From an optimization exercise on the open Yosys and OpenROAD flow, aimed at small area, a short achievable clock period and few clock cycles per item; shortcuts taken in it are not production practice. In this exercise RTL edits were held to simulation tests only and were not proved equivalent to the original. The flow treats the clock pin as an ideal source, which a real chip does not have. Power figures rest on the tool's default switching activity, not on a simulated workload.

## job 9372
## dot_product_sequencer
module dot_product_sequencer #(
    parameter int unsigned ADDR_W = 10,
    parameter int unsigned LEN_W  = 10
) (
    input  logic              clk,
    input  logic              rst,
    input  logic              start,
    input  logic [LEN_W-1:0]  len,
    input  logic [ADDR_W-1:0] a_base,
    input  logic [ADDR_W-1:0] b_base,
    output logic              mem_rd,
    output logic [ADDR_W-1:0] mem_addr_a,
    output logic [ADDR_W-1:0] mem_addr_b,
    input  logic [31:0]       mem_rdata_a,
    input  logic [31:0]       mem_rdata_b,
    output logic              busy,
    output logic              done,
    output logic [31:0]       result
);
export LEC_CHECK = 0
export CAP_MARGIN = 20
export CORE_MARGIN = 2
export CORE_UTILIZATION = 60
export SLEW_MARGIN = 20
create_clock -name core_clock -period 12.0 [get_ports {clk}]
standard.sh (not shown) runs the stock make flow with config.mk's settings and CLKGATE_MAP_FILE= SYNTH_SCRIPT=/design/flow/synth_recipe.tcl, a recipe that flattens the netlist after the stock synthesis.
==> flow/flow/run.sh <==
#!/bin/bash
set -e
export SETUP_SLACK_MARGIN=7.95
export BUFFER_PORTS_ARGS="-buffer_cell sky130_fd_sc_hd__buf_1"
R=orfs/results/sky130hd/dot_product_sequencer/base
bash standard.sh synth > synth.log 2>&1
cp $R/1_2_yosys.v 1_2_yosys.standard.v
python3 flow/fapol.py 1_2_yosys.standard.v $R/1_2_yosys.v > fapol.log 2>&1
bash standard.sh cts > cts.log 2>&1
SKEW_BUFS="sky130_fd_sc_hd__clkbuf_1 sky130_fd_sc_hd__clkbuf_1 sky130_fd_sc_hd__clkbuf_1 sky130_fd_sc_hd__clkbuf_8" SKEW_DB=$R/4_cts.odb openroad -no_init -exit flow/skew.tcl > skew.log 2>&1
bash standard.sh finish > standard.log 2>&1
Other scripts of this flow, unchanged in this note and not shown: flow/flow/fapol.py, flow/flow/skew.tcl
Testbench counts of job 9372, summed over its fixed seeds: cycles 8,591, items 320.
[inputs] job 2634 vs job 9372
--- a/flow/flow/run.sh
+++ b/flow/flow/run.sh
@@ -2,3 +2,3 @@
 set -e
-export SETUP_SLACK_MARGIN=7.95
+export SETUP_SLACK_MARGIN=7.7
 export BUFFER_PORTS_ARGS="-buffer_cell sky130_fd_sc_hd__buf_1"
==> comparison <==
- [compare] base=job 9372 new=job 2634: number of global-route vias before repair fell by 855; critical path's largest stage delay rose by 0.08 ns; average wire per cell in the routed design fell by 8.5%; total area of multi-input combinational cells fell by about 0.5%.
- On cell area: job 2634 sits below job 9372.
Inputs modified between job 2634 and job 8250:
- CORE_UTILIZATION: 60 -> 66
--- a/flow/flow/run.sh
+++ b/flow/flow/run.sh
@@ -2,3 +2,3 @@
 set -e
-export SETUP_SLACK_MARGIN=7.7
+export SETUP_SLACK_MARGIN=7.8
 export BUFFER_PORTS_ARGS="-buffer_cell sky130_fd_sc_hd__buf_1"
Results
- Job 8250 against job 2634: number of cells traversed by the worst hold path comparable; required time of the critical path now sits lower; total met2 wirelength after detailed routing down 2.1%; count of clock-buffer cells in the layout went down; total power fell about 1%.
- The run showing the greater number of gates resized after CTS is job 8250.
- Job 2634 → job 8250: smallest setup slack after layout went up 0.11 ns; proportion of cell area occupied by multi-input gates went up 0.26 points; endpoint arrival time on the critical path went down 0.14 ns.
For job 7043, these inputs were changed with respect to job 8250:
- a change of CORE_UTILIZATION from 66 to 60
### Flow results
Flip-flop and latch area on job 7043 is up relative to job 8250.
On first-iteration DRC count, job 7043 does better than job 8250.
Diff job 7043..job 8250 | clock network area share | negligible
Relative to job 8250, the power density normalized to cell area measured on job 7043 has decreased slightly.

---

Setup of willow:
Another version of the RTL of dot_product_sequencer (not shown whole).
Size in the first run: ~2500 cells after synthesis.
==> flow/config.mk <==
export PLATFORM = sky130hd
export DESIGN_NAME = dot_product_sequencer
export DESIGN_NICKNAME = dot_product_sequencer
export VERILOG_FILES = /design/flow/design.v
export SDC_FILE = /design/flow/constraint.sdc
export NUM_CORES = 4
export LEC_CHECK = 0
export CAP_MARGIN = 20
export CORE_MARGIN = 2
export CORE_UTILIZATION = 60
export SLEW_MARGIN = 20
==> flow/constraint.sdc <==
create_clock -name core_clock -period 12.0 [get_ports {clk}]
set_input_delay 2.4000 -clock core_clock [delete_from_list [all_inputs] [get_ports {clk}]]
set_output_delay 2.4000 -clock core_clock [all_outputs]
set_load 0.01 [all_outputs]
==> flow/flow/run.sh <==
#!/bin/bash
set -e
export SETUP_SLACK_MARGIN=7.5
export BUFFER_PORTS_ARGS="-buffer_cell sky130_fd_sc_hd__buf_2"
R=orfs/results/sky130hd/dot_product_sequencer/base
bash standard.sh synth > synth.log 2>&1
cp $R/1_2_yosys.v 1_2_yosys.standard.v
python3 flow/fapol.py 1_2_yosys.standard.v $R/1_2_yosys.v > fapol.log 2>&1
bash standard.sh cts > cts.log 2>&1
SKEW_BUFS="sky130_fd_sc_hd__clkbuf_2 sky130_fd_sc_hd__clkbuf_8" SKEW_DB=$R/4_cts.odb openroad -no_init -exit flow/skew.tcl > skew.log 2>&1
bash standard.sh finish > standard.log 2>&1
==> flow/flow/skew.tcl <==
# Delay the clock of the carry-save accumulator registers (s_acc, c_acc, ckg_r) by one extra
# buffer stage. Their inputs come from the multiplier tree (the long register-to-register
# paths); their outputs feed the tree again and the resolve adder, which have slack. None of
# them is on a path from an input or to an output.
set db_file $::env(SKEW_DB)
set buf_names $::env(SKEW_BUFS)
read_db $db_file
set block [ord::get_db_block]
set db [ord::get_db]
foreach b $buf_names {
  if {[$db findMaster $b] == "NULL"} { error "no master $b" }
}
set groups [dict create]
foreach inst [$block getInsts] {
  set name [$inst getName]
  if {[regexp {^(s_acc|c_acc|ckg_r)\\?\[} $name]} {
    set it [$inst findITerm CLK]
    set net [$it getNet]
    dict lappend groups [$net getName] $it
  }
}
set k 0
foreach netname [dict keys $groups] {
  set net [$block findNet $netname]
  set its [dict get $groups $netname]
  # centroid of the flops
  set sx 0; set sy 0; set n 0
  foreach it $its {
    set inst [$it getInst]
    set bb [$inst getBBox]
    set sx [expr {$sx + ([$bb xMin] + [$bb xMax]) / 2}]
    set sy [expr {$sy + ([$bb yMin] + [$bb yMax]) / 2}]
    incr n
  }
  set cx [expr {$sx / $n}]; set cy [expr {$sy / $n}]
  set drive $net
  set s 0
  foreach b $buf_names {
    set master [$db findMaster $b]
    set newnet [odb::dbNet_create $block "skew_clk_net_${k}_$s"]
    $newnet setSigType CLOCK
    set buf [odb::dbInst_create $block $master "skew_clk_buf_${k}_$s"]
    [$buf findITerm A] connect $drive
    [$buf findITerm X] connect $newnet
    $buf setLocation $cx $cy
    $buf setPlacementStatus PLACED
    set drive $newnet
    incr s
  }
  foreach it $its {
    $it disconnect
    $it connect $newnet
  }
  puts "skew: net $netname: moved $n flops behind $buf_names"
  incr k
}
global_connect
detailed_placement
check_placement
write_db $db_file
Other scripts of this flow, unchanged in this note and not shown: flow/flow/fapol.py
willow completed end to end with timing, DRC and antenna clean.
Testbench counts of willow, summed over its fixed seeds: cycles 8,591, items 320.
Modified inputs, tundra compared to willow
==> flow/flow/run.sh <==
#!/bin/bash
set -e
export SETUP_SLACK_MARGIN=7.5
export BUFFER_PORTS_ARGS="-buffer_cell sky130_fd_sc_hd__buf_2"
R=orfs/results/sky130hd/dot_product_sequencer/base
bash standard.sh synth > synth.log 2>&1
cp $R/1_2_yosys.v 1_2_yosys.standard.v
python3 flow/fapol.py 1_2_yosys.standard.v $R/1_2_yosys.v > fapol.log 2>&1
bash standard.sh cts > cts.log 2>&1
SKEW_BUFS="sky130_fd_sc_hd__clkbuf_1 sky130_fd_sc_hd__clkbuf_1 sky130_fd_sc_hd__clkbuf_8" SKEW_DB=$R/4_cts.odb openroad -no_init -exit flow/skew.tcl > skew.log 2>&1
bash standard.sh finish > standard.log 2>&1
[summary]
- Of the two candidates, willow has the better total design power and tundra the worse one.
- The relative slew slack of tundra was inferior to that of willow.
- Looking at minimum clock period, tundra sits below willow.
- Compared with willow, tundra has extra setup slack.
- tundra vs. willow: area growth from synthesis to layout grew by 0.15 points, fraction of area in clock buffers and inverters held steady, final wirelength held steady, design area held steady.
### tundra -> zinc
-- flow/flow/run.sh --
<<< tundra, line 1
#!/bin/bash
set -e
export SETUP_SLACK_MARGIN=7.5
export BUFFER_PORTS_ARGS="-buffer_cell sky130_fd_sc_hd__buf_2"
R=orfs/results/sky130hd/dot_product_sequencer/base
bash standard.sh synth > synth.log 2>&1
>>> zinc, line 1
#!/bin/bash
set -e
export SETUP_SLACK_MARGIN=7.8
export BUFFER_PORTS_ARGS="-buffer_cell sky130_fd_sc_hd__buf_1"
R=orfs/results/sky130hd/dot_product_sequencer/base
bash standard.sh synth > synth.log 2>&1
Results
zinc: done, clean on timing, DRC and antenna. Run comparison: tundra worst setup path startpoint bo[8]; zinc worst setup path startpoint bt[2]. Filler cell count in the final layout essentially unchanged between tundra and zinc. Diff zinc and tundra: global routing usage summed across all routing layers lower in tundra. Part of the cycle the worst path needs, zinc and tundra: smaller value in zinc. Going from tundra to zinc, number of setup buffers added after CTS moved up; placed standard-cell area lower; final instance area grew by 200 sq um; setup slack climbed 240 ps.
The inputs of delta differ from those of zinc as listed below.
-- flow/flow/run.sh --
<<< zinc, line 2
set -e
export SETUP_SLACK_MARGIN=7.8
export BUFFER_PORTS_ARGS="-buffer_cell sky130_fd_sc_hd__buf_1"
R=orfs/results/sky130hd/dot_product_sequencer/base
bash standard.sh synth > synth.log 2>&1
>>> delta, line 2
set -e
export SETUP_SLACK_MARGIN=7.8
export BUFFER_PORTS_ARGS="-buffer_cell sky130_fd_sc_hd__buf_2"
R=orfs/results/sky130hd/dot_product_sequencer/base
bash standard.sh synth > synth.log 2>&1
Notes after the runs:
Looking at non-clock buffer count across zinc and delta, the one that comes out higher is delta.
Any difference in area taken by flip-flops and latches between delta and zinc is small enough to ignore.
zinc ended up with fewer cell instances than delta did.
On wire length per cell, delta tracks zinc almost exactly.
[compare] base=zinc new=delta: net switching component of the power went down by 1.8%, number of gates on the worst path with buffers counted shows an increase of 4, core utilization higher, arrival time of the worst setup path saw a decrease.
Share of the cycle needed by the critical path after routing ended up 0.37 points higher on delta than on zinc.
Compared with zinc, delta shows total routing resource utilization after global routing higher by 0.37 points.

## static timing again, ports no longer ideal
How much do the figures lean on ideal ports? The routed layouts below were timed once more, with nothing changed but the port constraints.
Step 1 sets driving cells, clkbuf_16 on the clock port and buf_2 on the other inputs (assumed; they add their load-dependent delay and slew).
Step 2, shift: input delay + t, output delay - t, t = (earliest + latest rising clock arrival at the registers) / 2. This alone moves slack from input paths to output paths.
Three values: ideal, step 1, step 2; two values: the first two.
| run | t (ns) | slack for setup (ns) | hold slack, ns | worst setup path after step 2 | clock arrival spread, ns | worst data-port slew with drivers (ns) |
|---|---|---|---|---|---|---|
| job 9372 | 0.895 | 8.040 / 8.040 / 7.653 | 0.440 / 0.440 / 0.440 | input to register | 0.532 / 0.532 | 0.06 |
| job 2634 | 0.858 | 7.923 / 7.923 / 7.329 | 0.438 / 0.438 / 0.438 | input to register | 0.478 / 0.478 | 0.07 |
| job 8250 | 0.872 | 8.035 / 8.035 / 7.370 | 0.451 / 0.451 / 0.451 | input to register | 0.552 / 0.552 | 0.05 |
| job 7043 | 0.862 | 8.070 / 8.107 / 7.245 | 0.441 / 0.441 / 0.441 | input to register | 0.501 / 0.502 | 0.06 |
| willow | 0.740 | 7.692 / 7.692 / 7.692 | 0.458 / 0.458 / 0.458 | register to register | 0.292 / 0.292 | 0.05 |
| tundra | 0.798 | 7.831 / 7.831 / 7.831 | 0.460 / 0.460 / 0.460 | register to register | 0.404 / 0.404 | 0.05 |
| zinc | 0.829 | 8.076 / 8.076 / 7.730 | 0.444 / 0.444 / 0.444 | input to register | 0.423 / 0.422 | 0.07 |
| delta | 0.827 | 8.032 / 8.032 / 7.880 | 0.443 / 0.443 / 0.443 | input to register | 0.410 / 0.411 | 0.07 |
Clock arrivals are far apart in 7 of these runs, so t is only a midpoint there and step 2 fits no single register. The setup slack of job 7043, which loses most, moves by +0.037 ns with the drivers and by -0.825 ns with both steps.
